This design comes from an exercise in tuning for small area, a short achievable clock period and few clock cycles on the open sky130 flow, not from production work.
RTL that was checked went through simulation tests only; none was proved equivalent to the original.
No functional check of the RTL was part of run 1.
Power figures rest on the tool's default switching activity, not on a simulated workload.

## flow/design.v (module list and top-level ports; edited modules follow where they fit)
// module pp_tree: 743 lines
// module acc_tree: 249 lines
// module matmul_top: 191 lines
module matmul_top (
  input  wire        clk,
  input  wire        reset_n,
  input  wire        dut_valid,
  output wire        dut_ready,
  output wire [11:0] input_read_address,
  input  wire [31:0] input_read_data,
  output wire [11:0] weight_read_address,
  input  wire [31:0] weight_read_data,
  output wire        result_write_enable,
  output wire [11:0] result_write_address,
  output wire [31:0] result_write_data
);
  // ...
==> flow/flow/run.sh <==
#!/bin/bash
# Standard ORFS layout, with repair_timing aiming for extra setup slack (and
# free to change cell footprints) so the resizer sizes the datapath for a
# shorter period than the 10 ns constraint; port buffers use buf_1; the
# clock tree uses larger sink clusters.
set -euo pipefail
bash standard.sh synth > synth.log 2>&1
bash standard.sh SETUP_SLACK_MARGIN=6.9 MATCH_CELL_FOOTPRINT=0 \
  "BUFFER_PORTS_ARGS=-buffer_cell sky130_fd_sc_hd__buf_1" \
  CTS_CLUSTER_SIZE=25 CTS_CLUSTER_DIAMETER=150 CORE_UTILIZATION=60 finish > layout.log 2>&1
==> flow/standard.sh <==
#!/bin/bash
# synth_recipe.tcl (not shown) runs the flow's synth.tcl, then flattens the netlist and writes it again
# the make line also repeats each setting of config.mk as NAME=value (left out here)
make -C /OpenROAD-flow-scripts/flow DESIGN_CONFIG=/design/flow/config.mk WORK_HOME=/design/flow/orfs CLKGATE_MAP_FILE= SYNTH_SCRIPT=/design/flow/synth_recipe.tcl "${@:-finish}"
==> flow/config.mk <==
export PLATFORM = sky130hd
export DESIGN_NAME = matmul_top
export DESIGN_NICKNAME = matmul_top
export VERILOG_FILES = /design/flow/design.v
export SDC_FILE = /design/flow/constraint.sdc
export NUM_CORES = 4
export LEC_CHECK = 0
export CAP_MARGIN = 20
export CORE_MARGIN = 2
export CORE_UTILIZATION = 40
export SLEW_MARGIN = 20
==> flow/constraint.sdc <==
create_clock -name core_clock -period 10.0 [get_ports {clk}]
set_input_delay 2.0000 -clock core_clock [delete_from_list [all_inputs] [get_ports {clk}]]
set_output_delay 2.0000 -clock core_clock [all_outputs]
set_load 0.01 [all_outputs]
==> reports/results.ini, run 1 <==
[yosys]
synthMuxAreaShare = 0.008503
synth_top_area_frac = 0.2665
synthAdderAreaFrac = 0.2210
synthSimpleGateAreaFrac = 0.08359
synth_cells = 2470
synth_compound_area_frac = 0.1376
synth_top_family_by_area = adder cells
synthTopCellsByCount = dfxtp_1 (337), a22oi_1 (266), inv_1 (261)

[power_and_ir_drop]
clock_power_share = 0.124
comb-power_mw = 3.94
largestPowerGroup = combinational logic
p_int_mw = 4.237

[sta]
fmaxAchievable_mhz = 326.0
tns_ns = 0
relSlewSlack = 0.3473

[final_layout]
multiInputCombCellCount = 1625
nFlopsAndLatches = 402
drive_gt1_frac = 0.08540
bufAreaShareNonClock = 0.03788
inverters = 263
filler_cell_count = 3489

[place]
dp_hpwl_mm = 44.37

[grt]
grt.met1_usage = 0.4103
first_global_vias = 18171
grt_usage = 0.2930

[critical_path]
cp_max_fo = 6
worst-path-buf-inv = 1
worstSetupPathType = flop to output port
critical-path-top-delay-family = flip-flops
cp-startpoint = b_addr[3]
cp-end-kind = output port

[route]
drc = 0
via_per_inst = 5.870
vias = 17873
first_pass_iters = 5

[outcome]
outcome = finished clean

[floorplanning]
row_count = 75
die_y_um = 209.4

[cts]
clock_sinks = 402

==> module matmul_top, before the edit <==
module matmul_top (
  input  wire        clk,
  input  wire        reset_n,
  input  wire        dut_valid,
  output wire        dut_ready,
  output wire [11:0] input_read_address,
  input  wire [31:0] input_read_data,
  output wire [11:0] weight_read_address,
  input  wire [31:0] weight_read_data,
  output wire        result_write_enable,
  output wire [11:0] result_write_address,
  output wire [31:0] result_write_data
);
  reg         ready_q;    
  reg         wait_q;     
  reg         load_q;     
  reg         run_q;      
  reg  [11:0] a_addr, b_addr, row_base;
  reg  [11:0] n_q, p_q;
  reg  [11:0] k_cnt, j_cnt, i_cnt;
  reg         k_last, j_last, i_last;    
  reg         n_one, p_one;               
  reg         v_d, f_d, l_d, e_d;
  reg         f_t, l_t, v_t, e_t;
  reg         f_u, l_u, v_u, e_u;
  reg         l_r, e_r;
  reg         we_q, wend_q;
  reg  [11:0] wr_addr;
  wire start    = ready_q & dut_valid;
  wire job_last = k_last & j_last & i_last;
  assign dut_ready           = ready_q;
  assign input_read_address  = a_addr;
  assign weight_read_address = b_addr;
  always @(posedge clk) begin
    if (!reset_n) begin
      ready_q <= 1'b1;
      wait_q  <= 1'b0;
      load_q  <= 1'b0;
      run_q   <= 1'b0;
    end else begin
      wait_q <= start;
      load_q <= wait_q;
      if (load_q)
        run_q <= 1'b1;
      else if (job_last)
        run_q <= 1'b0;
      if (start)
        ready_q <= 1'b0;
      else if (wend_q)
        ready_q <= 1'b1;
    end
  end
  always @(posedge clk) begin
    if (load_q) begin
      n_q      <= input_read_data[11:0];
      p_q      <= weight_read_data[11:0];
      n_one    <= (input_read_data[11:0] == 12'd1);
      p_one    <= (weight_read_data[11:0] == 12'd1);
      k_cnt    <= input_read_data[11:0];
      j_cnt    <= weight_read_data[11:0];
      i_cnt    <= input_read_data[27:16];
      k_last   <= (input_read_data[11:0] == 12'd1);
      j_last   <= (weight_read_data[11:0] == 12'd1);
      i_last   <= (input_read_data[27:16] == 12'd1);
      a_addr   <= 12'd1;
      b_addr   <= 12'd1;
      row_base <= 12'd1;
    end else if (run_q) begin
      if (!k_last) begin
        k_cnt  <= k_cnt - 12'd1;
        k_last <= (k_cnt == 12'd2);
        a_addr <= a_addr + 12'd1;
        b_addr <= b_addr + 12'd1;
      end else begin
        k_cnt  <= n_q;
        k_last <= n_one;
        if (!j_last) begin
          j_cnt  <= j_cnt - 12'd1;
          j_last <= (j_cnt == 12'd2);
          a_addr <= row_base;
          b_addr <= b_addr + 12'd1;
        end else begin
          j_cnt  <= p_q;
          j_last <= p_one;
          if (!i_last) begin
            i_cnt    <= i_cnt - 12'd1;
            i_last   <= (i_cnt == 12'd2);
            a_addr   <= a_addr + 12'd1;
            row_base <= a_addr + 12'd1;
            b_addr   <= 12'd1;
          end else begin
            a_addr <= 12'd0;
            b_addr <= 12'd0;
          end
        end
      end
    end else if (ready_q) begin
      a_addr <= 12'd0;
      b_addr <= 12'd0;
    end
  end
  reg k_first;
  always @(posedge clk) begin
    if (load_q)
      k_first <= 1'b1;
    else if (run_q)
      k_first <= k_last;
    f_d <= k_first;
    l_d <= k_last;
    f_t <= f_d;
    l_t <= l_d;
    f_u <= f_t;
    l_u <= l_t;
  end
  reg  [31:0] a_q;
  reg  [15:0] one_q, two_q, neg_q;
  reg  [31:0] acc_s, acc_c;
  reg  [1:0]  acc_x;         
  reg  [91:0] pr_q;         
  reg  [31:0] res_q;
  wire [32:0] bx = {weight_read_data, 1'b0};
  wire [31:0] ts, tc;
  wire [1:0]  tx;
  wire [91:0] pp;
  integer d;
  always @(posedge clk) begin
    a_q <= input_read_data;
    for (d = 0; d < 16; d = d + 1) begin
      one_q[d] <= bx[2*d+1] ^ bx[2*d];
      two_q[d] <= (bx[2*d+2] & ~bx[2*d+1] & ~bx[2*d]) | (~bx[2*d+2] & bx[2*d+1] & bx[2*d]);
      neg_q[d] <= bx[2*d+2];
    end
  end
  pp_tree tree1 (
    .a   (a_q),
    .one (one_q),
    .two (two_q),
    .neg (neg_q),
    .p   (pp)
  );
  acc_tree tree2 (
    .p   (pr_q),
    .as  (f_u ? 32'd0 : acc_s),
    .ac  (f_u ? 32'd0 : acc_c),
    .ax  (f_u ? 2'd0 : acc_x),
    .s   (ts),
    .c   (tc),
    .x   (tx)
  );
  always @(posedge clk) begin
    pr_q  <= pp;
    acc_s <= ts;
    acc_c <= tc;
    acc_x <= tx;
    res_q <= acc_s + acc_c + {^acc_x, 31'd0};
  end
  always @(posedge clk) begin
    if (!reset_n) begin
      v_d    <= 1'b0;
      e_d    <= 1'b0;
      v_t    <= 1'b0;
      e_t    <= 1'b0;
      v_u    <= 1'b0;
      e_u    <= 1'b0;
      l_r    <= 1'b0;
      e_r    <= 1'b0;
      we_q   <= 1'b0;
      wend_q <= 1'b0;
    end else begin
      v_d    <= run_q;
      e_d    <= run_q & job_last;
      v_t    <= v_d;
      e_t    <= e_d;
      v_u    <= v_t;
      e_u    <= e_t;
      l_r    <= v_u & l_u;
      e_r    <= e_u;
      we_q   <= l_r;
      wend_q <= e_r;
    end
  end
  always @(posedge clk) begin
    if (load_q)
      wr_addr <= 12'd0;
    else if (we_q)
      wr_addr <= wr_addr + 12'd1;
  end
  assign result_write_enable  = we_q;
  assign result_write_address = wr_addr;
  assign result_write_data    = res_q;
endmodule
==> inputs of run 2 (changes only) <==
--- a/flow/design.v
+++ b/flow/design.v
@@ -991,4 +991,132 @@
   assign x[1] = c533;
 endmodule
+module cpa32 (
+  input  wire [31:0] a,
+  input  wire [31:0] b,
+  output wire [31:0] y
+);
+  wire [31:0] g = a & b;
+  wire [31:0] p = a ^ b;
+  wire G1 = g[1] | (p[1] & g[0]);
+  wire P1 = p[1] & p[0];
+  wire G2 = g[3] | (p[3] & g[2]);
+  wire P2 = p[3] & p[2];
+  wire G3 = g[5] | (p[5] & g[4]);
+  wire P3 = p[5] & p[4];
+  wire G4 = g[7] | (p[7] & g[6]);
+  wire P4 = p[7] & p[6];
+  wire G5 = g[9] | (p[9] & g[8]);
+  wire P5 = p[9] & p[8];
+  wire G6 = g[11] | (p[11] & g[10]);
+  wire P6 = p[11] & p[10];
+  wire G7 = g[13] | (p[13] & g[12]);
+  wire P7 = p[13] & p[12];
+  wire G8 = g[15] | (p[15] & g[14]);
+  wire P8 = p[15] & p[14];
+  wire G9 = g[17] | (p[17] & g[16]);
+  wire P9 = p[17] & p[16];
+  wire G10 = g[19] | (p[19] & g[18]);
+  wire P10 = p[19] & p[18];
+  wire G11 = g[21] | (p[21] & g[20]);
+  wire P11 = p[21] & p[20];
+  wire G12 = g[23] | (p[23] & g[22]);
+  wire P12 = p[23] & p[22];
+  wire G13 = g[25] | (p[25] & g[24]);
+  wire P13 = p[25] & p[24];
+  wire G14 = g[27] | (p[27] & g[26]);
+  wire P14 = p[27] & p[26];
+  wire G15 = g[29] | (p[29] & g[28]);
+  wire P15 = p[29] & p[28];
+  wire G16 = g[31] | (p[31] & g[30]);
+  wire P16 = p[31] & p[30];
+  wire G17 = G2 | (P2 & G1);
+  wire P17 = P2 & P1;
+  wire G18 = G4 | (P4 & G3);
+  wire P18 = P4 & P3;
+  wire G19 = G6 | (P6 & G5);
+  wire P19 = P6 & P5;
+  wire G20 = G8 | (P8 & G7);
+  wire P20 = P8 & P7;
+  wire G21 = G10 | (P10 & G9);
+  wire P21 = P10 & P9;
+  wire G22 = G12 | (P12 & G11);
+  wire P22 = P12 & P11;
+  wire G23 = G14 | (P14 & G13);
+  wire P23 = P14 & P13;
+  wire G24 = G16 | (P16 & G15);
+  wire P24 = P16 & P15;
+  wire G25 = G18 | (P18 & G17);
+  wire P25 = P18 & P17;
+  wire G26 = G20 | (P20 & G19);
+  wire P26 = P20 & P19;
+  wire G27 = G22 | (P22 & G21);
+  wire P27 = P22 & P21;
+  wire G28 = G24 | (P24 & G23);
+  wire P28 = P24 & P23;
+  wire G29 = G26 | (P26 & G25);
+  wire P29 = P26 & P25;
+  wire G30 = G28 | (P28 & G27);
+  wire P30 = P28 & P27;
+  wire G31 = G30 | (P30 & G29);
+  wire P31 = P30 & P29;
+  wire G32 = G27 | (P27 & G29);
+  wire G33 = G19 | (P19 & G25);
+  wire G34 = G21 | (P21 & G29);
+  wire G35 = G23 | (P23 & G32);
+  wire G36 = G3 | (P3 & G17);
+  wire G37 = G5 | (P5 & G25);
+  wire G38 = G7 | (P7 & G33);
+  wire G39 = G9 | (P9 & G29);
+  wire G40 = G11 | (P11 & G34);
+  wire G41 = G13 | (P13 & G32);
+  wire G42 = G15 | (P15 & G35);
+  wire G43 = g[2] | (p[2] & G1);
+  wire G44 = g[4] | (p[4] & G17);
+  wire G45 = g[6] | (p[6] & G36);
+  wire G46 = g[8] | (p[8] & G25);
+  wire G47 = g[10] | (p[10] & G37);
+  wire G48 = g[12] | (p[12] & G33);
+  wire G49 = g[14] | (p[14] & G38);
+  wire G50 = g[16] | (p[16] & G29);
+  wire G51 = g[18] | (p[18] & G39);
+  wire G52 = g[20] | (p[20] & G34);
+  wire G53 = g[22] | (p[22] & G40);
+  wire G54 = g[24] | (p[24] & G32);
+  wire G55 = g[26] | (p[26] & G41);
+  wire G56 = g[28] | (p[28] & G35);
+  wire G57 = g[30] | (p[30] & G42);
+  assign y[0] = p[0];
+  assign y[1] = p[1] ^ g[0];
+  assign y[2] = p[2] ^ G1;
+  assign y[3] = p[3] ^ G43;
+  assign y[4] = p[4] ^ G17;
+  assign y[5] = p[5] ^ G44;
+  assign y[6] = p[6] ^ G36;
+  assign y[7] = p[7] ^ G45;
+  assign y[8] = p[8] ^ G25;
+  assign y[9] = p[9] ^ G46;
+  assign y[10] = p[10] ^ G37;
+  assign y[11] = p[11] ^ G47;
+  assign y[12] = p[12] ^ G33;
+  assign y[13] = p[13] ^ G48;
+  assign y[14] = p[14] ^ G38;
+  assign y[15] = p[15] ^ G49;
+  assign y[16] = p[16] ^ G29;
+  assign y[17] = p[17] ^ G50;
+  assign y[18] = p[18] ^ G39;
+  assign y[19] = p[19] ^ G51;
+  assign y[20] = p[20] ^ G34;
+  assign y[21] = p[21] ^ G52;
+  assign y[22] = p[22] ^ G40;
+  assign y[23] = p[23] ^ G53;
+  assign y[24] = p[24] ^ G32;
+  assign y[25] = p[25] ^ G54;
+  assign y[26] = p[26] ^ G41;
+  assign y[27] = p[27] ^ G55;
+  assign y[28] = p[28] ^ G35;
+  assign y[29] = p[29] ^ G56;
+  assign y[30] = p[30] ^ G42;
+  assign y[31] = p[31] ^ G57;
+endmodule
 `timescale 1ns/1ps
 `default_nettype none
@@ -1142,4 +1270,6 @@
     .x   (tx)
   );
+  wire [31:0] sum_sc;
+  cpa32 cpa0 (.a(acc_s), .b(acc_c), .y(sum_sc));
   always @(posedge clk) begin
     pr_q  <= pp;
@@ -1147,5 +1277,5 @@
     acc_c <= tc;
     acc_x <= tx;
-    res_q <= acc_s + acc_c + {^acc_x, 31'd0};
+    res_q <= sum_sc ^ {^acc_x, 31'd0};
   end
   always @(posedge clk) begin
==> run 2 against run 1 <==
  * Sequential power barely moved
  * Largest cell class unchanged
  * Critical endpoint is now result_write_address[4]
  * Synthesized cell count is 3.6% lower
  * Clock-buffer cell count shrank 1
  * Largest power group unchanged
==> reports/results.ini, run 2 <==
[outcome]
outcome = finished clean

[final_layout]
nets = 2810
final_common_cell = inv_1
drive_gt1_frac = 0.09337  ; +0.007971
syn_to_final_growth_pct = 8.204
mostFrequentLayoutCells = inv_1 (281), fa_1 (269), dfxtp_1 (267)
top_register = pr_q
final-instance-count-excl-fill = 2977
largest_register_ffs = 92

[critical_path]
crit_slowest_cell = dfxtp_4
r2r-start = two_q[0]
cp-end-kind = output port
cp-start-kind = flop
worst_ep_required_time_ns = 8.00
path_cells = clkbuf_2
worstPathArrival_ns = 1.07
critical-path-top-delay-family = flip-flops
cp_max_fo = 2  ; -4
cp-startpoint = wr_addr[4]
worstSetupPathType = flop to output port
critPathMaxStageDelay_ns = 0.37
worst-path-buf-inv = 1  ; unchanged

[grt]
grt_max_degree = 96
grt_usage = 0.2822  ; -0.01075
grt_pass1_wl_mm = 93.73
first_global_vias = 17234  ; -5.2%
antenna_found_initial = 10
grt_overflow = 0

[sta]
drv_slew = 0
fin_crit_sh = 0.3069
fmaxAchievable_mhz = 325.8  ; about the same
grt_setup_unrepaired = yes
hold_viol = 0
tns_ns = 0  ; unchanged
worstMarginPinSlew_ns = 0.9665
relSlewSlack = 0.3557  ; +0.008412
min_period_ns = 3.069
finalSetupViolations = 0
skew_ns = 0.02931

[min_path]
hold_path_startpoint = f_t
holdCritPathClass = flop to flop

[yosys]
syn_area_per_cell_um2 = 10.37
synth_fp_nets = 2754
synth.most_common_cell = dfxtp_1
synth_cells = 2380  ; -3.6%
synth.cell_area_um2 = 24680
async_reset_ff_frac = 0
synth_edf_count = 65
ys_top_cells_by_area = dfxtp_1 (27%), fa_1 (22%), xor2_1 (8.7%)
yosysWarnings = 1
ys_types = 63
synth_top_cell_by_area = dfxtp_1
synth_top_area_frac = 0.2734  ; +0.006852
synthFlopType = dfxtp_1
synthTopCellsByCount = dfxtp_1 (337), inv_1 (281), fa_1 (269)
yosysSeqAreaShare = 0.3525
synth-seq-cells = 402

[cts]
clock_sinks = 402  ; unchanged
cts_buffer_depth = 3
clk_latency_ns = 0.58
holdBufCountCts = 0
cts_tree = done
numCtsBuffers = 20
cts_root_buf = clkbuf_16
cts.htree.levels = 1
cts.reportedPaths.clkPinSlew_ns = 0.10

[place]
port_buffers = 136
dp_hpwl_mm = 41.42  ; -6.7%
dp_cells = 2914
gp_congestion = 0.8580

[floorplanning]
row_count = 74  ; -1.3%
core_area_um2 = 40740
die_y_um = 206.8  ; -1.2%
start_util = 0.6057
die_x_um = 206.8
ios = 137
die-area_um2 = 42760

[route]
vias = 16885  ; -5.5%
routed_wl_mm = 59.07
ant_nets = 0
post_drt_wl_per_cell_um = 19.84
drtIter0Drc = 1354
drc = 0  ; unchanged
first_pass_iters = 9  ; +4
via_per_inst = 5.672  ; -3.4%

[power_and_ir_drop]
power_density_nw_per_um2 = 256.5
peakVddDrop_v = 0.0001523
leakagePower_nw = 11.04

[job]
drv_cap = 0

## run 2: changes by cell type after synthesis, moves of 14 or more
cell / change
nor2_1: +20
buf_2: -21
inv_1: +20
clkbuf_1: +17
fa_1: +14
nand2_1: -16
## run 2: per-stage QoR
stage	worst slack, ns	area, um^2	total power [mW]	utilization	hold WS [ns]
after CTS	6.807	26430	6.961	0.6487	0.3368
after detailed placement	6.424	25480	6.032	0.6254	0.3138
after global placement	6.479	25480	5.891	0.6254	0.3138
after global routing	6.816	26690	7.645	0.6552	0.3440
after floorplan	6.852	24690	5.050	-	0.3096
final	6.931	26700	6.847	0.6554	0.3348
## run 2: where the power goes
group          leakage, nW  internal (mW)  switching [mW]
logic                 7.32           1.55            1.91
clock network        0.276          0.381           0.530
registers             3.45           2.19           0.297
## run 2: cell families (layout without fill, tap and decap cells)
logic type,count (synthesis),count (layout),synth area share
buf+inv,452,514,0.06931
xor+xnor,381,381,0.1352
compound gates,441,441,0.1230
mux,7,7,0.002941
simple gates,390,390,0.07951
other cells,0,3,0
fa+ha+maj,307,307,0.2375
flops,402,402,0.3525
## run 2: worst paths after layout
path         cells past startpoint                       to  slack, ns
max reg2reg                      8                 pr_q[23]       6.94
min reg2reg                      0                      f_u       0.33
max                              1  result_write_address[4]       6.93
min                              0                      f_u       0.33
## run 2: what timing repair did
action,in CTS,in global routing
setup buffers,22,10
hold endpoints to repair,0,0
resized for setup,123,66
setup endpoints to repair,79,37
## run 2: area by class of cell
class	count	area, um^2
Antenna cell	3	7.507
Clock buffer	26	523.0
Clock inverter	2	60.06
Fill cell	3392	14040
Inverter	282	1061
Multi-Input combinational cell	1526	14300
Sequential cell	402	8846
Tap cell	532	665.6
Timing Repair Buffer	204	1242
## run 2: routing by layer
layer  GRT usage  up-vias  share of wire
li1            -     7824              -
met1      0.3871     8308           0.42
met2      0.4625      626           0.47
met3     0.04976      113          0.077
met4     0.08156       14          0.029
met5           0        -         0.0015
Testbench counts of run 2, summed over its fixed seeds: cycles 70,323.
==> inputs of run 3 (changes only) <==
--- a/flow/flow/run.sh
+++ b/flow/flow/run.sh
@@ -8,3 +8,3 @@
 bash standard.sh SETUP_SLACK_MARGIN=6.9 MATCH_CELL_FOOTPRINT=0 \
   "BUFFER_PORTS_ARGS=-buffer_cell sky130_fd_sc_hd__buf_1" \
-  CTS_CLUSTER_SIZE=25 CTS_CLUSTER_DIAMETER=150 CORE_UTILIZATION=60 finish > layout.log 2>&1
+  CTS_CLUSTER_SIZE=28 CTS_CLUSTER_DIAMETER=150 CORE_UTILIZATION=70 finish > layout.log 2>&1
==> run 3 against run 2 <==
  * First-iteration DRC count increased by 18%
  * Sequential cell count did not move
  * Global-route usage up 4.4 points
  * Combinational power increased by 2%
  * Maximum frequency decreased by 0.72%
  * Clock skew is 0.0033 ns higher
  * Synthesized cell count unchanged
  * Final cell count fell by 3.2%
  * Die area fell by 14%
  * Non-clock buffer count decreased by 13
  * Sequential power hardly changed
  * Register-to-register slack worse by 0.03 ns
  * Largest cell class unchanged
  * Largest power group unchanged
==> reports/results.ini, run 3 <==
[critical_path]
critPathMaxStageDelay_ns = 0.54  ; +0.17 ns
cp-start-kind = flop
worst_ep_required_time_ns = 10.46  ; +2.46 ns
r2r_cells = 8  ; unchanged
r2r-end = pr_q[23]
crit_slowest_cell = fa_1
cp-end-kind = flop
r2r-start = a_q[6]
worstPathArrival_ns = 3.55  ; +2.48 ns
r2r_setup_slack_ns = 6.91  ; -0.03 ns
worstSetupPathType = flop to flop
path_cells = buf_12 > a22oi_1 > xor2_1 > fa_1 > fa_1 > fa_1 > fa_1 > inv_1
cp_max_fo = 25  ; +23
cp_common_cell = fa_1

[place]
dp_cells = 2835  ; -2.7%
place_area_um2 = 25370  ; -0.44%
gp_congestion = 0.9411  ; +9.7%
dp_hpwl_mm = 40.54  ; -2.1%
port_buffers = 136  ; unchanged

[route]
routed_wl_mm = 58.69  ; -0.63%
drtIter0Drc = 1601  ; +18%
first_pass_iters = 7  ; -2
post_drt_wl_per_cell_um = 20.36  ; +2.6%
ant_nets = 0  ; unchanged
vias = 17320  ; +2.6%
via_per_inst = 6.010  ; +6.0%
drc = 0  ; unchanged

[power_and_ir_drop]
leakagePower_nw = 10.92  ; -1.1%
power_density_nw_per_um2 = 259.5  ; +1.2%
peakVddDrop_v = 0.0002658  ; +74%

[sta]
skew_ns = 0.03260  ; +0.003288 ns
min_period_ns = 3.091  ; +0.02224 ns
fmaxAchievable_mhz = 323.5  ; -0.72%
hold_viol = 0  ; unchanged
relSlewSlack = 0.3974  ; +0.04171
grt_setup_unrepaired = yes
worstMarginPinSlew_ns = 0.9027  ; -0.06379 ns
fin_crit_sh = 0.3091  ; +0.002224
finalSetupViolations = 0  ; unchanged
whs_ns = 0.3122  ; -0.02253 ns
drv_slew = 0  ; unchanged
tns_ns = 0  ; unchanged

[yosys]
synth_fp_nets = 2754  ; unchanged
ys_top_cells_by_area = dfxtp_1 (27%), fa_1 (22%), xor2_1 (8.7%)
synth_cells = 2380  ; unchanged
yosysSeqAreaShare = 0.3525  ; unchanged
synthFlopType = dfxtp_1
synth_top_cell_by_area = dfxtp_1
async_reset_ff_frac = 0  ; unchanged
synth-seq-cells = 402  ; unchanged
synthTopCellsByCount = dfxtp_1 (337), inv_1 (281), fa_1 (269)
yosysWarnings = 1  ; unchanged
ys_types = 63  ; unchanged
synth_top_area_frac = 0.2734  ; unchanged
synth.most_common_cell = dfxtp_1
syn_area_per_cell_um2 = 10.37  ; unchanged
synth.cell_area_um2 = 24680  ; unchanged
synth_edf_count = 65  ; unchanged

[floorplanning]
die-area_um2 = 36770  ; -14%
core_area_um2 = 34630  ; -15%
start_util = 0.7126  ; +0.1069
die_x_um = 191.8  ; -7.3%
row_count = 68  ; -8.1%
die_y_um = 191.8  ; -7.3%
ios = 137  ; unchanged

[outcome]
outcome = finished clean

[cts]
clk_latency_ns = 0.57  ; about the same
numCtsBuffers = 18  ; -10%
cts_buffer_depth = 3  ; unchanged
clock_sinks = 402  ; unchanged
cts.htree.levels = 1  ; unchanged
cts_tree = done
holdBufCountCts = 0  ; unchanged
cts.reportedPaths.clkPinSlew_ns = 0.11  ; about the same
cts_root_buf = clkbuf_16

[grt]
antenna_found_initial = 2  ; -8
grt_max_degree = 91  ; -5.2%
first_global_vias = 17672  ; +2.5%
grt_usage = 0.3266  ; +0.04437
grt_pass1_wl_mm = 93.48  ; -0.26%
grt_overflow = 0  ; unchanged

[min_path]
holdPathStages = 0  ; unchanged
hold_path_startpoint = l_d
holdPathEnd = l_t
holdCritPathClass = flop to flop

[final_layout]
final_area_um2 = 26440  ; -0.96%
top_register = pr_q
drive_gt1_frac = 0.08488  ; -0.008488
largest_register_ffs = 92  ; unchanged
final_common_cell = inv_1
final_util = 0.7637  ; +0.1083
final-instance-count-excl-fill = 2882  ; -3.2%
nets = 2795  ; -0.53%
syn_to_final_growth_pct = 7.165
diodes = 0  ; -3
mostFrequentLayoutCells = inv_1 (281), fa_1 (269), dfxtp_1 (265)

[job]
drv_cap = 0  ; unchanged

[run 3: cell count changes in the layout (fill, tap and decap cells not counted), moves of 2 or more]
cell / before / now
buf_4: 48 / 34
buf_8: 4 / 1
dfxtp_2: 46 / 41
dfxtp_1: 267 / 265
xnor2_1: 134 / 136
buf_1: 89 / 97
dfxtp_4: 24 / 31
clkbuf_8: 0 / 2
diode_2: 3 / 0
xnor2_2: 2 / 0
clkbuf_2: 39 / 33
[run 3: how the worst max path moves through the flow]
| stage | start | cells past startpoint | slack, ns | endpoint |
|---|---|---|---|---|
| floorplan | two_q[0] | 9 | 6.85 | pr_q[23] |
| global placement | one_q[1] | 7 | 6.45 | pr_q[23] |
| detailed placement | one_q[1] | 7 | 6.38 | pr_q[23] |
| CTS | one_q[0] | 8 | 6.88 | pr_q[23] |
| global route | a_q[11] | 8 | 6.84 | pr_q[23] |
| finish | a_q[6] | 8 | 6.91 | pr_q[23] |
[run 3: power breakdown]
part	internal, mW	switching [mW]	leakage, nW
logic	1.56	1.95	7.22
clock network	0.346	0.516	0.250
registers	2.19	0.305	3.45
total	4.09	2.77	10.9
[run 3: layout make-up]
| class | count | area, um^2 |
|---|---|---|
| flip-flops and latches | 402 | 8866 |
| multi-input cells | 1526 | 14290 |
| clock buffers | 24 | 473.0 |
| well taps | 455 | 569.3 |
| fillers | 2425 | 8184 |
| inverters | 282 | 1061 |
| clock inverters | 2 | 50.05 |
| repair buffers | 191 | 1140 |
[run 3: logic make-up (layout without fill, tap and decap cells)]
family / after synthesis / count (layout) / share of synthesized area
buffers and inverters: 452 / 499 / 0.06931
XOR/XNOR: 381 / 381 / 0.1352
AND/OR/NAND/NOR: 390 / 390 / 0.07951
AO/OA/AOI/OAI: 441 / 441 / 0.1230
adder cells (fa/ha/maj): 307 / 307 / 0.2375
multiplexers: 7 / 7 / 0.002941
flip-flops: 402 / 402 / 0.3525
[run 3: per-stage QoR]
step,power (mW),worst slack [ns]
4_1_cts,6.937,6.879
3_3_place_gp,5.836,6.454
3_5_place_dp,6.055,6.380
6_report,6.862,6.909
2_1_floorplan,5.050,6.852
5_1_grt,7.592,6.840
[run 3: layer usage]
layer,global-route usage,wire (um),vias up
li1,-,-,7787
met1,0.4310,22590,8476
met2,0.5418,28100,876
met3,0.05756,5412,175
met4,0.1231,2515,6
met5,0,72,-
[run 3: critical path: cells and delay by family, from the launching register on]
kind            cells  cell delay (ns)
compound gates      1             0.10
xor+xnor            1             0.18
fa+ha+maj           4             1.99
buf+inv             2             0.24
flops               1             0.43
[run 3: what timing repair did]
item | in CTS | in global routing
setup endpoints to repair | 92 | 38
gates resized for setup | 111 | 75
pin swaps | 0 | 1
cloned | 0 | 1
buffers inserted | 11 | 9
==> inputs of run 4 (changes only) <==
--- a/flow/flow/run.sh
+++ b/flow/flow/run.sh
@@ -8,3 +8,3 @@
 bash standard.sh SETUP_SLACK_MARGIN=6.9 MATCH_CELL_FOOTPRINT=0 \
   "BUFFER_PORTS_ARGS=-buffer_cell sky130_fd_sc_hd__buf_1" \
-  CTS_CLUSTER_SIZE=28 CTS_CLUSTER_DIAMETER=150 CORE_UTILIZATION=70 finish > layout.log 2>&1
+  CTS_CLUSTER_SIZE=25 CTS_CLUSTER_DIAMETER=150 CORE_UTILIZATION=70 finish > layout.log 2>&1
==> run 4 against run 3 <==
  * Sequential share of layout area shrank 0.28 points
  * Die area is the same
  * Clock power grew 5.5%
  * Wire length grew 0.52%
  * Global-route usage shrank 0.22 points
  * Worst setup slack gained 0.016 ns
  * Power grew 0.43%
  * First-iteration DRC count grew 9.9%
  * Clock skew shrank 0.0013 ns
==> reports/results.ini, run 4 <==
[place]
dp_hpwl_mm = 40.54  ; unchanged
dp_cells = 2835  ; unchanged
port_buffers = 136  ; unchanged
gp_congestion = 0.9411  ; unchanged
place_area_um2 = 25370  ; unchanged

[yosys]
ys_top_cells_by_area = dfxtp_1 (27%), fa_1 (22%), xor2_1 (8.7%)
synth_cells = 2380  ; unchanged
synthTopCellsByCount = dfxtp_1 (337), inv_1 (281), fa_1 (269)
yosysWarnings = 1  ; unchanged
synth_fp_nets = 2754  ; unchanged
synth.cell_area_um2 = 24680  ; unchanged
synth_top_cell_by_area = dfxtp_1
synth-seq-cells = 402  ; unchanged
async_reset_ff_frac = 0  ; unchanged
synthFlopType = dfxtp_1
ys_types = 63  ; unchanged
synth_top_area_frac = 0.2734  ; unchanged
synth_edf_count = 65  ; unchanged
yosysSeqAreaShare = 0.3525  ; unchanged
syn_area_per_cell_um2 = 10.37  ; unchanged
synth.most_common_cell = dfxtp_1

[floorplanning]
die-area_um2 = 36770  ; unchanged
ios = 137  ; unchanged
die_x_um = 191.8  ; unchanged
start_util = 0.7126  ; unchanged
core_area_um2 = 34630  ; unchanged
die_y_um = 191.8  ; unchanged
row_count = 68  ; unchanged

[cts]
cts_buffer_depth = 3  ; unchanged
clock_sinks = 402  ; unchanged
cts_tree = done
cts.reportedPaths.clkPinSlew_ns = 0.10  ; about the same
clk_latency_ns = 0.57  ; about the same
numCtsBuffers = 20  ; +2
holdBufCountCts = 0  ; unchanged
cts.htree.levels = 1  ; unchanged
cts_root_buf = clkbuf_16

[power_and_ir_drop]
peakVddDrop_v = 0.0002167  ; -18%
power_density_nw_per_um2 = 258.2  ; -0.51%
leakagePower_nw = 11.04  ; +1.1%
power.total_mw = 6.891  ; +0.43%

[critical_path]
cp-start-kind = flop
r2r-end = pr_q[23]
critPathMaxStageDelay_ns = 0.36  ; -0.18 ns
r2r-start = one_q[0]
path_cells = clkbuf_2
crit_slowest_cell = dfxtp_2
crit_cells = 1  ; -7
worst_ep_required_time_ns = 8.00  ; -2.46 ns
cp-startpoint = wr_addr[6]
cp_max_fo = 3  ; -88%
endpoint = result_write_address[6]
cp-end-kind = output port
r2r_setup_slack_ns = 6.98  ; +0.07 ns
worstPathArrival_ns = 1.08  ; -2.47 ns
critical-path-top-delay-family = flip-flops
worstSetupPathType = flop to output port
r2r_cells = 8  ; unchanged
worst-path-buf-inv = 1  ; -1

[final_layout]
top_register = pr_q
final-instance-count-excl-fill = 2901  ; +0.66%
mostFrequentLayoutCells = inv_1 (281), fa_1 (269), dfxtp_1 (265)
drive_gt1_frac = 0.09080  ; +0.005919
syn_to_final_growth_pct = 8.174
final_common_cell = inv_1
nets = 2811  ; +0.57%
final_area_um2 = 26690  ; +0.94%
largest_register_ffs = 92  ; unchanged
final_util = 0.7708  ; +0.007190

[grt]
grt_usage = 0.3244  ; -0.002221
first_global_vias = 17671  ; -0.0057%
grt_pass1_wl_mm = 93.18  ; -0.33%
antenna_found_initial = 2  ; unchanged
grt_overflow = 0  ; unchanged
grt_max_degree = 91  ; unchanged

[sta]
hold_viol = 0  ; unchanged
fin_crit_sh = 0.3075  ; -0.001607
finalSetupViolations = 0  ; unchanged
min_period_ns = 3.075  ; -0.01607 ns
skew_ns = 0.03129  ; -0.001303 ns
tns_ns = 0  ; unchanged
worstMarginPinSlew_ns = 0.9226  ; +0.01993 ns
fmaxAchievable_mhz = 325.2  ; +0.52%
drv_slew = 0  ; unchanged
relSlewSlack = 0.3841  ; -0.01331
grt_setup_unrepaired = no

[route]
first_pass_iters = 7  ; unchanged
via_per_inst = 6.020  ; +0.17%
routed_wl_mm = 59.00  ; +0.52%
drtIter0Drc = 1760  ; +9.9%
post_drt_wl_per_cell_um = 20.34  ; -0.13%
drc = 0  ; unchanged
vias = 17464  ; +0.83%
ant_nets = 0  ; unchanged

[min_path]
holdCritPathClass = flop to flop

[outcome]
outcome = finished clean

[job]
drv_cap = 0  ; unchanged

==> run 4: cell types whose count changed in the layout (fill, tap and decap cells not counted), sizes merged <==
cell | before | now
clkinv | 1 | 2
diode | 0 | 1
buf | 155 | 174
inv | 283 | 282
clkbuf | 60 | 59
==> run 4: through the flow <==
step	hold WS, ns	setup slack [ns]
floorplan	0.3096	6.852
global placement	0.3129	6.454
detailed placement	0.3121	6.380
CTS	0.3410	6.890
global route	0.3526	6.893
finish	0.3375	6.925
==> run 4: cell families (layout without fill, tap and decap cells) <==
logic type / after synthesis / in the layout / share of synthesized area
flops: 402 / 402 / 0.3525
fa+ha+maj: 307 / 307 / 0.2375
mux: 7 / 7 / 0.002941
other cells: 0 / 1 / 0
xor+xnor: 381 / 381 / 0.1352
simple gates: 390 / 390 / 0.07951
compound gates: 441 / 441 / 0.1230
buf+inv: 452 / 517 / 0.06931
==> run 4: cell type report <==
cell class,instances,area (um^2)
multi-input cells,1526,14290
flip-flops and latches,402,8876
fillers,2397,7935
repair buffers,205,1301
inverters,282,1064
well taps,455,569.3
clock buffers,28,530.5
clock inverters,2,60.06
diodes,1,2.502
==> run 4: what timing repair did <==
| action | in CTS | in global routing |
|---|---|---|
| cloned | 0 | 1 |
| setup buffers | 7 | 27 |
| setup endpoints to repair | 92 | 46 |
| pin swaps | 0 | 1 |
| gates resized for setup | 108 | 94 |
| hold endpoints to repair | 0 | 0 |
==> run 4: worst min path at each step <==
stage               end  cells past startpoint  start
floorplan           f_t                      0    f_d
detailed placement  l_u                      0    l_t
finish              l_t                      0    l_d
global placement    l_t                      0    l_d
global route        f_u                      0    f_t
CTS                 l_t                      0    l_d
==> run 4: layer usage <==
metal / wire, um / global-route usage / vias up
li1: - / - / 7832
met1: 22440 / 0.4288 / 8532
met2: 28020 / 0.5322 / 917
met3: 5814 / 0.06432 / 183
met4: 2715 / 0.1213 / 0
met5: 0 / 0 / -
==> run 4: power by group <==
group,total (mW),internal (mW),switching [mW]
combinational,3.50,1.56,1.94
sequential,2.48,2.18,0.300
clock,0.909,0.383,0.525
==> inputs of run 5 (changes only) <==
--- a/flow/design.v
+++ b/flow/design.v
@@ -1143,12 +1143,14 @@
   reg         k_last, j_last, i_last;    
   reg         n_one, p_one;               
-  reg         v_d, f_d, l_d, e_d;
-  reg         f_t, l_t, v_t, e_t;
-  reg         f_u, l_u, v_u, e_u;
-  reg         l_r, e_r;
-  reg         we_q, wend_q;
+  reg         v_d, l_d;
+  reg         v_t, l_t;
+  reg         v_u, l_u;
+  reg         nf_q;       
+  reg         l_r;
+  reg         we_q;
   reg  [11:0] wr_addr;
   wire start    = ready_q & dut_valid;
   wire job_last = k_last & j_last & i_last;
+  wire drained  = !(wait_q | load_q | run_q | v_d | v_t | v_u | l_r);
   assign dut_ready           = ready_q;
   assign input_read_address  = a_addr;
@@ -1169,6 +1171,6 @@
       if (start)
         ready_q <= 1'b0;
-      else if (wend_q)
-        ready_q <= 1'b1;
+      else if (drained)
+        ready_q <= 1'b1;   
     end
   end
@@ -1222,17 +1224,11 @@
     end
   end
-  reg k_first;
   always @(posedge clk) begin
-    if (load_q)
-      k_first <= 1'b1;
-    else if (run_q)
-      k_first <= k_last;
-    f_d <= k_first;
-    l_d <= k_last;
-    f_t <= f_d;
-    l_t <= l_d;
-    f_u <= f_t;
-    l_u <= l_t;
+    l_d  <= k_last;
+    l_t  <= l_d;
+    l_u  <= l_t;
+    nf_q <= v_u & ~l_u;
   end
+  wire f_u = ~nf_q;
   reg  [31:0] a_q;
   reg  [15:0] one_q, two_q, neg_q;
@@ -1282,24 +1278,14 @@
     if (!reset_n) begin
       v_d    <= 1'b0;
-      e_d    <= 1'b0;
       v_t    <= 1'b0;
-      e_t    <= 1'b0;
       v_u    <= 1'b0;
-      e_u    <= 1'b0;
       l_r    <= 1'b0;
-      e_r    <= 1'b0;
       we_q   <= 1'b0;
-      wend_q <= 1'b0;
     end else begin
       v_d    <= run_q;
-      e_d    <= run_q & job_last;
       v_t    <= v_d;
-      e_t    <= e_d;
       v_u    <= v_t;
-      e_u    <= e_t;
       l_r    <= v_u & l_u;
-      e_r    <= e_u;
       we_q   <= l_r;
-      wend_q <= e_r;
     end
   end
--- a/flow/flow/run.sh
+++ b/flow/flow/run.sh
@@ -6,5 +6,5 @@
 set -euo pipefail
 bash standard.sh synth > synth.log 2>&1
-bash standard.sh SETUP_SLACK_MARGIN=6.9 MATCH_CELL_FOOTPRINT=0 \
+bash standard.sh SETUP_SLACK_MARGIN=7.0 MATCH_CELL_FOOTPRINT=0 \
   "BUFFER_PORTS_ARGS=-buffer_cell sky130_fd_sc_hd__buf_1" \
   CTS_CLUSTER_SIZE=25 CTS_CLUSTER_DIAMETER=150 CORE_UTILIZATION=70 finish > layout.log 2>&1
==> run 5 against run 4 <==
  * Synthesized area is 0.59% lower
  * Still clean
  * Global-route usage is 0.28 points higher
  * Largest power group unchanged
  * Final area is 1.3% higher
  * Via count is 0.45% lower
==> reports/results.ini, run 5 <==
[final_layout]
filler_cell_count = 2298  ; -4.1%
syn_to_final_growth_pct = 10.26
final_common_cell = inv_1
nets = 2799  ; -0.43%
top_register = pr_q
largest_register_ffs = 92  ; unchanged
drive_gt1_frac = 0.1262  ; +0.03538
mostFrequentLayoutCells = inv_1 (281), fa_1 (267), a22oi_1 (254)

[yosys]
yosysWarnings = 1  ; unchanged
ys_types = 65  ; +3.2%
synth.cell_area_um2 = 24530  ; -0.59%
synth_fp_nets = 2726  ; -1.0%
syn_area_per_cell_um2 = 10.43  ; +0.59%
async_reset_ff_frac = 0  ; unchanged
synthFlopType = dfxtp_1
synthTopCellsByCount = dfxtp_1 (329), inv_1 (281), fa_1 (269)
synth_top_cell_by_area = dfxtp_1
yosysSeqAreaShare = 0.3481  ; -0.004425
ys_top_cells_by_area = dfxtp_1 (27%), fa_1 (22%), xor2_1 (8.9%)
synth-seq-cells = 394  ; -2.0%
synth.most_common_cell = dfxtp_1
synth_edf_count = 65  ; unchanged
synth_top_area_frac = 0.2685  ; -0.004897
synth_cells = 2352  ; -1.2%

[grt]
grt_usage = 0.3272  ; +0.002835
grt_max_degree = 77  ; -15%
grt_util_met3 = 0.05342  ; -0.01089
antenna_found_initial = 3  ; +1
busiest_layer = met2
grt_overflow = 0  ; unchanged
grt_pass1_wl_mm = 93.52  ; +0.36%
grt.met1_usage = 0.4447  ; +0.01587
first_global_vias = 17589  ; -0.46%
grtUsageMet2 = 0.5358  ; +0.003601

[critical_path]
path_cells = buf_6
crit_slowest_cell = dfxtp_4
critical-path-top-delay-family = flip-flops
cp-start-kind = flop
worstSetupPathType = flop to output port
cp-end-kind = output port
worst-path-buf-inv = 1  ; unchanged
cp_max_fo = 4  ; +1
worstPathArrival_ns = 1.04  ; -0.04 ns
worst_ep_required_time_ns = 8.00  ; about the same
critPathMaxStageDelay_ns = 0.37  ; about the same

[route]
drtIter0Drc = 1836  ; +4.3%
first_pass_iters = 8  ; +1
via_per_inst = 6.014  ; -0.10%
vias = 17386  ; -0.45%
post_drt_wl_per_cell_um = 20.67  ; +1.6%
drc = 0  ; unchanged
routed_wl_mm = 59.74  ; +1.3%
ant_nets = 0  ; unchanged

[cts]
cts_tree = done
cts.htree.levels = 1  ; unchanged
cts_buffer_depth = 3  ; unchanged
clock_sinks = 394  ; -2.0%
clk_latency_ns = 0.55  ; -0.02 ns
cts.reportedPaths.clkPinSlew_ns = 0.10  ; about the same
holdBufCountCts = 0  ; unchanged
numCtsBuffers = 19  ; -5.0%
cts_root_buf = clkbuf_16

[sta]
setup_slack_ns = 6.959  ; +0.03417 ns
grt_setup_unrepaired = yes
fin_crit_sh = 0.3041  ; -0.003417
worstMarginPinSlew_ns = 0.9585  ; +0.03583 ns
drv_slew = 0  ; unchanged
finalSetupViolations = 0  ; unchanged
tns_ns = 0  ; unchanged
relSlewSlack = 0.3597  ; -0.02436
hold_viol = 0  ; unchanged
fmaxAchievable_mhz = 328.8  ; +1.1%
min_period_ns = 3.041  ; -0.03417 ns
skew_ns = 0.01870  ; -0.01259 ns

[power_and_ir_drop]
power_switching_mw = 2.446  ; -12%
leakagePower_nw = 11.33  ; +2.6%
p_seq_frac = 0.388  ; +0.027
p_int_mw = 3.788  ; -8.2%
swShare = 0.3924  ; -0.008899
pwr-share-comb = 0.475  ; -0.033
peakVddDrop_v = 0.0002041  ; -5.8%
power_density_nw_per_um2 = 230.5  ; -11%
clock_power_share = 0.137  ; +0.005

[floorplanning]
start_util = 0.7101  ; -0.002483
die_y_um = 191.2  ; -0.29%
row_count = 68  ; unchanged
core_area_um2 = 34540  ; -0.25%
ios = 137  ; unchanged
die-area_um2 = 36560  ; -0.58%
die_x_um = 191.2  ; -0.29%

[place]
port_buffers = 136  ; unchanged
gp_congestion = 0.9374  ; -0.39%
pre_cts_slack_ns = 6.344  ; -0.03661 ns
dp_hpwl_mm = 40.32  ; -0.56%

[job]
drv_cap = 0  ; unchanged

[outcome]
outcome = finished clean

[min_path]
holdCritPathClass = flop to flop

-- run 5: changes by cell type after synthesis, sizes merged, moves of 8 or more --
cell / before / now
and2: 10 / 64
nor2b: 51 / 4
nor2: 102 / 64
clkbuf: 126 / 116
and3: 10 / 18
buf: 44 / 52
dfxtp: 337 / 329
nor3b: 1 / 9
-- run 5: repair_timing --
action,in CTS,in global routing
gates resized for setup,293,95
gates cloned,0,2
buffers inserted,33,22
endpoints found under the setup margin,137,86
pin swaps,0,1
-- run 5: power groups by stage --
stage	registers (mW)	clock network (mW)	logic [mW]
after floorplan	2.36	0	2.10
after global placement	2.43	0	2.73
after detailed placement	2.45	0	2.86
after CTS	2.41	0.880	2.95
after global routing	2.47	0.927	3.43
final	2.42	0.855	2.96
-- run 5: final timing paths --
path | from | end | slack [ns] | cells past startpoint
worst max-delay path | b_addr[4] | weight_read_address[4] | 6.96 | 1
worst min-delay path | l_t | l_u | 0.33 | 0
worst max register to register | a_q[7] | pr_q[23] | 6.98 | 8
worst min register to register | l_t | l_u | 0.33 | 0
-- run 5: area by class of cell --
cell class	instances	area [um^2]	share of cell area
tap	455	569.3	0.02105
timing repair buffer	220	1784	0.06597
inverter	283	1065	0.03937
antenna	3	7.507	0.0002776
clock buffer	27	505.5	0.01869
sequential	394	8770	0.3242
multi-input combinational	1507	14330	0.5298
clock inverter	2	17.52	0.0006476
-- run 5: cells by family (layout without fill, tap and decap cells) --
group / after synthesis / count (layout) / synth area share
other: 0 / 3 / 0
buffers and inverters: 451 / 532 / 0.07008
multiplexers: 16 / 16 / 0.006784
adder cells (fa/ha/maj): 307 / 307 / 0.2389
XOR/XNOR: 384 / 384 / 0.1374
AO/OA/AOI/OAI: 432 / 432 / 0.1196
flip-flops: 394 / 394 / 0.3481
AND/OR/NAND/NOR: 368 / 368 / 0.07911
-- run 5: through the flow --
step	util	instances	power (mW)	instance area, um^2	hold slack, ns
final	0.7830	2891	6.234	27050	0.3314
after global routing	0.7830	2891	6.820	27050	0.3451
after CTS	0.7665	2864	6.236	26480	0.3375
after detailed placement	0.7284	2802	5.308	25160	0.3143
after global placement	0.7284	2802	5.158	25160	0.3114
after floorplan	-	2352	4.458	24580	0.3096
-- run 5: routing by layer --
layer  wire [um]  vias to the layer above
li1            -                     7783
met1       23490                     8530
met2       28330                      903
met3        5468                      170
met4        2451                        0
met5           0                        -
Testbench counts of run 5, summed over its fixed seeds: cycles 70,323.
==> inputs of run 6 (changes only) <==
--- a/flow/flow/run.sh
+++ b/flow/flow/run.sh
@@ -6,5 +6,5 @@
 set -euo pipefail
 bash standard.sh synth > synth.log 2>&1
-bash standard.sh SETUP_SLACK_MARGIN=7.0 MATCH_CELL_FOOTPRINT=0 \
+bash standard.sh SETUP_SLACK_MARGIN=6.8 MATCH_CELL_FOOTPRINT=0 \
   "BUFFER_PORTS_ARGS=-buffer_cell sky130_fd_sc_hd__buf_1" \
   CTS_CLUSTER_SIZE=25 CTS_CLUSTER_DIAMETER=150 CORE_UTILIZATION=70 finish > layout.log 2>&1
==> run 6 against run 5 <==
  * Worst setup slack lost 0.11 ns
  * Hold slack gained 0.0042 ns
  * Maximum frequency shrank 3.5%
  * Final area shrank 4.6%
  * Register-to-register slack lost 0.13 ns
  * Power shrank 2.2%
  * Global-route usage shrank 0.69 points
==> reports/results.ini, run 6 <==
[critical_path]
crit_cells = 1  ; unchanged
r2r-start = a_q[6]
cp-start-kind = flop
critical-path-top-delay-family = flip-flops
r2r-end = pr_q[23]
critPathMaxStageDelay_ns = 0.42  ; +0.05 ns
cp_max_fo = 5  ; +1
r2r_setup_slack_ns = 6.85  ; -0.13 ns
worstPathArrival_ns = 1.15  ; +0.11 ns
cp-end-kind = output port
worst-path-buf-inv = 1  ; unchanged
r2r_cells = 8  ; unchanged
crit_slowest_cell = dfxtp_1
path_cells = buf_1
worst_ep_required_time_ns = 8.00  ; about the same
worstSetupPathType = flop to output port

[power_and_ir_drop]
swShare = 0.3927  ; about the same
peakVddDrop_v = 0.0001907  ; -6.6%
clock_power_share = 0.139  ; +0.002
power_density_nw_per_um2 = 236.2  ; +2.5%
power.total_mw = 6.097  ; -2.2%
power_switching_mw = 2.394  ; -2.1%
pwr-share-comb = 0.466  ; -0.009
leakagePower_nw = 10.62  ; -6.2%
p_int_mw = 3.703  ; -2.2%
p_seq_frac = 0.395  ; +0.007

[yosys]
synth_edf_count = 65  ; unchanged
synth_top_area_frac = 0.2685  ; unchanged
synthFlopType = dfxtp_1
yosysSeqAreaShare = 0.3481  ; unchanged
synth_cells = 2352  ; unchanged
async_reset_ff_frac = 0  ; unchanged
ys_types = 65  ; unchanged
syn_area_per_cell_um2 = 10.43  ; unchanged
ys_top_cells_by_area = dfxtp_1 (27%), fa_1 (22%), xor2_1 (8.9%)
synth.cell_area_um2 = 24530  ; unchanged
synth_top_cell_by_area = dfxtp_1
synth.most_common_cell = dfxtp_1
synth_fp_nets = 2726  ; unchanged
synthTopCellsByCount = dfxtp_1 (329), inv_1 (281), fa_1 (269)
synth-seq-cells = 394  ; unchanged
yosysWarnings = 1  ; unchanged

[grt]
grt_pass1_wl_mm = 91.89  ; -1.7%
grt_overflow = 0  ; unchanged
first_global_vias = 17368  ; -1.3%
grt_max_degree = 78  ; +1.3%
grt_usage = 0.3204  ; -0.006862
antenna_found_initial = 1  ; -2

[route]
first_pass_iters = 7  ; -1
post_drt_wl_per_cell_um = 20.06  ; -2.9%
routed_wl_mm = 56.84  ; -4.9%
ant_nets = 0  ; unchanged
vias = 16896  ; -2.8%
drc = 0  ; unchanged
via_per_inst = 5.964  ; -0.83%
drtIter0Drc = 1420  ; -23%

[floorplanning]
ios = 137  ; unchanged
start_util = 0.7101  ; unchanged
die_y_um = 191.2  ; unchanged
row_count = 68  ; unchanged
die-area_um2 = 36560  ; unchanged
core_area_um2 = 34540  ; unchanged
die_x_um = 191.2  ; unchanged

[sta]
worstMarginPinSlew_ns = 0.8986  ; -0.05986 ns
tns_ns = 0  ; unchanged
grt_setup_unrepaired = yes
fin_crit_sh = 0.3152  ; +0.01115
skew_ns = 0.02227  ; +0.003570 ns
hold_viol = 0  ; unchanged
relSlewSlack = 0.3997  ; +0.03999
min_period_ns = 3.152  ; +0.1115 ns
drv_slew = 0  ; unchanged
finalSetupViolations = 0  ; unchanged
fmaxAchievable_mhz = 317.2  ; -3.5%

[final_layout]
nets = 2744  ; -2.0%
top_register = pr_q
syn_to_final_growth_pct = 5.223
drive_gt1_frac = 0.04964  ; -0.07654
multi_input_area_um2 = 14280  ; -0.33%
seqCellArea_um2 = 8616  ; -1.8%
largest_register_ffs = 92  ; unchanged
mostFrequentLayoutCells = dfxtp_1 (285), inv_1 (281), fa_1 (269)
filler_cell_count = 2516  ; +9.5%
final_common_cell = dfxtp_1

[place]
gp_congestion = 0.9213  ; -1.7%
dp_hpwl_mm = 40.44  ; +0.29%
port_buffers = 136  ; unchanged

[min_path]
holdPathEnd = l_t
hold_path_startpoint = l_d
holdPathStages = 0  ; unchanged
holdCritPathClass = flop to flop

[cts]
clk_latency_ns = 0.55  ; about the same
numCtsBuffers = 19  ; unchanged
cts_root_buf = clkbuf_16
cts.reportedPaths.clkPinSlew_ns = 0.10  ; about the same
clock_sinks = 394  ; unchanged
cts.htree.levels = 1  ; unchanged
cts_buffer_depth = 3  ; unchanged
cts_tree = done

[outcome]
outcome = finished clean

[job]
drv_cap = 0  ; unchanged

run 6: layout make-up:
cell class | count | share of cell area
repair buffers | 165 | 0.02938
inverters | 283 | 0.04125
clock inverters | 2 | 0.0006787
well taps | 455 | 0.02206
diodes | 1 | 0.00009695
multi-input cells | 1507 | 0.5533
flip-flops and latches | 394 | 0.3338
clock buffers | 26 | 0.01944
run 6: how the worst max path moves through the flow:
stage	from	to	slack, ns
after floorplan	one_q[2]	pr_q[23]	6.78
after global placement	one_q[1]	pr_q[23]	6.38
after detailed placement	two_q[2]	pr_q[23]	6.42
after CTS	one_q[1]	pr_q[23]	6.78
after global routing	a_q[1]	pr_q[53]	6.77
final	b_addr[10]	weight_read_address[10]	6.85
run 6: power groups by stage:
stage | combinational [mW] | sequential (mW) | clock, mW
floorplan | 2.10 | 2.36 | 0
detailed placement | 2.86 | 2.44 | 0
global placement | 2.74 | 2.43 | 0
global route | 3.33 | 2.46 | 0.931
CTS | 2.89 | 2.41 | 0.875
finish | 2.84 | 2.41 | 0.850
run 6: kinds of logic (layout without fill, tap and decap cells):
kind of cell	after synthesis	in the layout	synth area share
muxes	16	16	0.006784
buffers and inverters	451	476	0.07008
and+or+nand+nor	368	368	0.07911
DFF	394	394	0.3481
adders and majority gates	307	307	0.2389
other	0	1	0
xor gates and xnor gates	384	384	0.1374
AOI/OAI and AO/OA	432	432	0.1196
run 6: stage by stage:
step | instance area (um^2) | setup WS (ns) | utilization | hold slack, ns | instances
floorplan | 24530 | 6.780 | - | 0.3096 | 2352
global placement | 25170 | 6.376 | 0.7286 | 0.3111 | 2803
detailed placement | 25170 | 6.422 | 0.7286 | 0.3128 | 2803
CTS | 25730 | 6.782 | 0.7449 | 0.3362 | 2831
global route | 25810 | 6.771 | 0.7472 | 0.3456 | 2833
finish | 25810 | 6.848 | 0.7472 | 0.3356 | 2833
run 6: timing repair:
action | 4_1_cts | 5_1_grt
hold endpoints to repair | 0 | 0
hold buffers | 0 | 0
setup buffers | 0 | 1
gates resized for setup | 30 | 30
setup endpoints to repair | 28 | 21
run 6: layer usage:
metal | global-route usage | routed length, um
met5 | 0 | 0
met4 | 0.1053 | 1904
met2 | 0.5233 | 27050
met3 | 0.05453 | 4987
met1 | 0.4382 | 22900
==> inputs of run 7 (changes only) <==
--- a/flow/flow/run.sh
+++ b/flow/flow/run.sh
@@ -6,5 +6,5 @@
 set -euo pipefail
 bash standard.sh synth > synth.log 2>&1
-bash standard.sh SETUP_SLACK_MARGIN=6.8 MATCH_CELL_FOOTPRINT=0 \
+bash standard.sh SETUP_SLACK_MARGIN=6.9 MATCH_CELL_FOOTPRINT=0 \
   "BUFFER_PORTS_ARGS=-buffer_cell sky130_fd_sc_hd__buf_1" \
   CTS_CLUSTER_SIZE=25 CTS_CLUSTER_DIAMETER=150 CORE_UTILIZATION=70 finish > layout.log 2>&1
==> run 7 against run 6 <==
  * Combinational power increased by 1%
  * Sequential power about the same
  * Die area is the same
  * Critical endpoint is now weight_read_address[9]
==> reports/results.ini, run 7 <==
[place]
gp_congestion = 0.9227  ; +0.15%
port_buffers = 136  ; unchanged
pre_cts_slack_ns = 6.385  ; -0.03697 ns
place_area_um2 = 25180  ; about the same
dp_hpwl_mm = 40.23  ; -0.51%

[final_layout]
mostFrequentLayoutCells = inv_1 (281), fa_1 (269), a22oi_1 (260)
top_register = pr_q
multi_input_area_um2 = 14270  ; about the same
final_common_cell = inv_1
final_area_um2 = 26050  ; +0.92%
nets = 2752  ; +0.29%
drive_gt1_frac = 0.07631  ; +0.02667
seqCellArea_um2 = 8695  ; +0.91%
final_util = 0.7541  ; +0.006882
filler_cell_count = 2410  ; -4.2%
largest_register_ffs = 92  ; unchanged
syn_to_final_growth_pct = 6.192

[critical_path]
crit_slowest_cell = dfxtp_4
critical-path-top-delay-family = flip-flops
worstPathArrival_ns = 1.08  ; -0.07 ns
cp-start-kind = flop
cp-end-kind = output port
worstSetupPathType = flop to output port
cp_max_fo = 7  ; +2
critPathMaxStageDelay_ns = 0.39  ; -0.03 ns
worst-path-buf-inv = 1  ; unchanged
path_cells = clkbuf_2
worst_ep_required_time_ns = 8.00  ; about the same

[cts]
cts_buffer_depth = 3  ; unchanged
cts_tree = done
cts.htree.levels = 1  ; unchanged
clk_latency_ns = 0.55  ; about the same
cts.reportedPaths.clkPinSlew_ns = 0.10  ; about the same
clock_sinks = 394  ; unchanged
cts_root_buf = clkbuf_16
numCtsBuffers = 19  ; unchanged

[sta]
tns_ns = 0  ; unchanged
relSlewSlack = 0.3750  ; -0.02468
min_period_ns = 3.075  ; -0.07694 ns
fmaxAchievable_mhz = 325.2  ; +2.5%
fin_crit_sh = 0.3075  ; -0.007694
worstMarginPinSlew_ns = 0.9355  ; +0.03694 ns
finalSetupViolations = 0  ; unchanged
grt_setup_unrepaired = yes
drv_slew = 0  ; unchanged
hold_viol = 0  ; unchanged
skew_ns = 0.01978  ; -0.002490 ns
setup_slack_ns = 6.925  ; +0.07694 ns

[grt]
grt_usage = 0.3214  ; +0.001094
grt_overflow = 0  ; unchanged
grt_pass1_wl_mm = 91.98  ; +0.10%
first_global_vias = 17557  ; +1.1%
antenna_found_initial = 2  ; +1
grt_max_degree = 78  ; unchanged

[floorplanning]
core_area_um2 = 34540  ; unchanged
ios = 137  ; unchanged
row_count = 68  ; unchanged
die_y_um = 191.2  ; unchanged
start_util = 0.7101  ; unchanged
die-area_um2 = 36560  ; unchanged
die_x_um = 191.2  ; unchanged

[yosys]
synth_top_cell_by_area = dfxtp_1
async_reset_ff_frac = 0  ; unchanged
synthAdderAreaFrac = 0.2389  ; unchanged
syn_area_per_cell_um2 = 10.43  ; unchanged
synthXorXnorAreaFrac = 0.1374  ; unchanged
synth_cells = 2352  ; unchanged
synth_fp_nets = 2726  ; unchanged
synth.cell_area_um2 = 24530  ; unchanged
synth_top_family_by_area = adder cells
synth.most_common_cell = dfxtp_1
yosysWarnings = 1  ; unchanged
synth-seq-cells = 394  ; unchanged
synth_top_area_frac = 0.2685  ; unchanged
synthSimpleGateAreaFrac = 0.07911  ; unchanged
ys_types = 65  ; unchanged
ys_top_cells_by_area = dfxtp_1 (27%), fa_1 (22%), xor2_1 (8.9%)
synth_edf_count = 65  ; unchanged
synthTopCellsByCount = dfxtp_1 (329), inv_1 (281), fa_1 (269)
synth_compound_area_frac = 0.1196  ; unchanged
synthMuxAreaShare = 0.006784  ; unchanged
synthFlopType = dfxtp_1
yosysSeqAreaShare = 0.3481  ; unchanged

[route]
ant_nets = 0  ; unchanged
drc = 0  ; unchanged
post_drt_wl_per_cell_um = 20.04  ; -0.11%
vias = 17021  ; +0.74%
routed_wl_mm = 56.96  ; +0.21%
first_pass_iters = 6  ; -1
via_per_inst = 5.989  ; +0.42%
drtIter0Drc = 1504  ; +5.9%

[outcome]
outcome = finished clean

[min_path]
holdCritPathClass = flop to flop

[job]
drv_cap = 0  ; unchanged

[power_and_ir_drop]
power_density_nw_per_um2 = 235.7  ; -0.23%
power.total_mw = 6.139  ; +0.69%
leakagePower_nw = 10.80  ; +1.7%
peakVddDrop_v = 0.0002020  ; +5.9%

[run 7: timing repair]
item,4_1_cts,5_1_grt
setup endpoints to repair,81,41
pin swaps,0,0
setup buffers,1,6
gates resized for setup,84,67
hold buffers,0,0
[run 7: final timing paths]
path | from | end | slack (ns) | cells past startpoint
setup / recovery | b_addr[9] | weight_read_address[9] | 6.92 | 1
hold / removal | l_t | l_u | 0.33 | 0
setup reg to reg | a_q[6] | pr_q[23] | 6.95 | 8
hold reg to reg | l_t | l_u | 0.33 | 0
[run 7: area by class of cell]
class / count / area share
Antenna cell: 2 / 0.0001921
Clock buffer: 26 / 0.01926
Clock inverter: 2 / 0.0006725
Inverter: 283 / 0.04088
Multi-Input combinational cell: 1507 / 0.5480
Sequential cell: 394 / 0.3338
Tap cell: 455 / 0.02186
Timing Repair Buffer: 173 / 0.03540
[run 7: per-layer routing]
layer  global-route usage  vias to the layer above  wire [um]
li1                     -                     7705          -
met1               0.4383                     8332      23240
met2               0.5236                      838      27090
met3              0.05379                      146       4737
met4               0.1142                        0       1895
met5                    0                        -          0
[run 7: stage by stage]
step | std cells | hold WS [ns]
3_3_place_gp | 2805 | 0.3118
2_1_floorplan | 2352 | 0.3096
6_report | 2842 | 0.3309
3_5_place_dp | 2805 | 0.3171
4_1_cts | 2834 | 0.3359
5_1_grt | 2841 | 0.3547
[run 7: where the power goes]
group | leakage, nW | switching, mW | internal [mW]
Clock | 0.251 | 0.496 | 0.356
Sequential | 3.38 | 0.302 | 2.10
Combinational | 7.17 | 1.62 | 1.26
Total | 10.8 | 2.42 | 3.72
[run 7: kinds of logic (layout without fill, tap and decap cells)]
kind of cell	count (synthesis)	in the layout
AOI/OAI and AO/OA	432	432
xor gates and xnor gates	384	384
adders and majority gates	307	307
buffers and inverters	451	484
DFF	394	394
muxes	16	16
other	0	2
and+or+nand+nor	368	368

[separate check: timing with driven ports]
Ports are ideal in the flow. The routed layouts listed here were re-timed in OpenROAD.
Step 1 assumes that a clkbuf_16 drives the clock port and a buf_2 every other input.
Step 2 moves the port delays by t, midway between the first and last clock arrival at a register: inputs arrive t later, outputs are due t later. That takes back most of the time a late clock gives input paths.
Three values: no drivers, after step 1, after step 2; two values: the first two.
run | shift t [ns] | setup slack, ns | hold WS [ns] | worst setup path after step 2 | worst register clock-pin slew, ns
run 1 | 0.605 | 6.932 / 6.873 / 6.736 | 0.334 / 0.334 / 0.334 | input to register | 0.10 / 0.10
run 2 | 0.617 | 6.931 / 6.874 / 6.841 | 0.335 / 0.335 / 0.335 | input to register | 0.11 / 0.11
run 3 | 0.617 | 6.909 / 6.854 / 6.802 | 0.312 / 0.312 / 0.312 | input to register | 0.11 / 0.11
run 4 | 0.609 | 6.925 / 6.870 / 6.800 | 0.338 / 0.338 / 0.338 | input to register | 0.10 / 0.10
run 5 | 0.601 | 6.959 / 6.901 / 6.968 | 0.331 / 0.331 / 0.331 | input to register | 0.11 / 0.11
run 6 | 0.595 | 6.848 / 6.792 / 6.851 | 0.336 / 0.336 / 0.336 | register to register | 0.10 / 0.10
run 7 | 0.591 | 6.925 / 6.870 / 6.948 | 0.331 / 0.331 / 0.331 | register to register | 0.10 / 0.10
After both steps setup and hold are still met in every run listed. The setup slack of run 1, which loses most, moves by -0.059 ns with the drivers and by -0.196 ns with both steps.
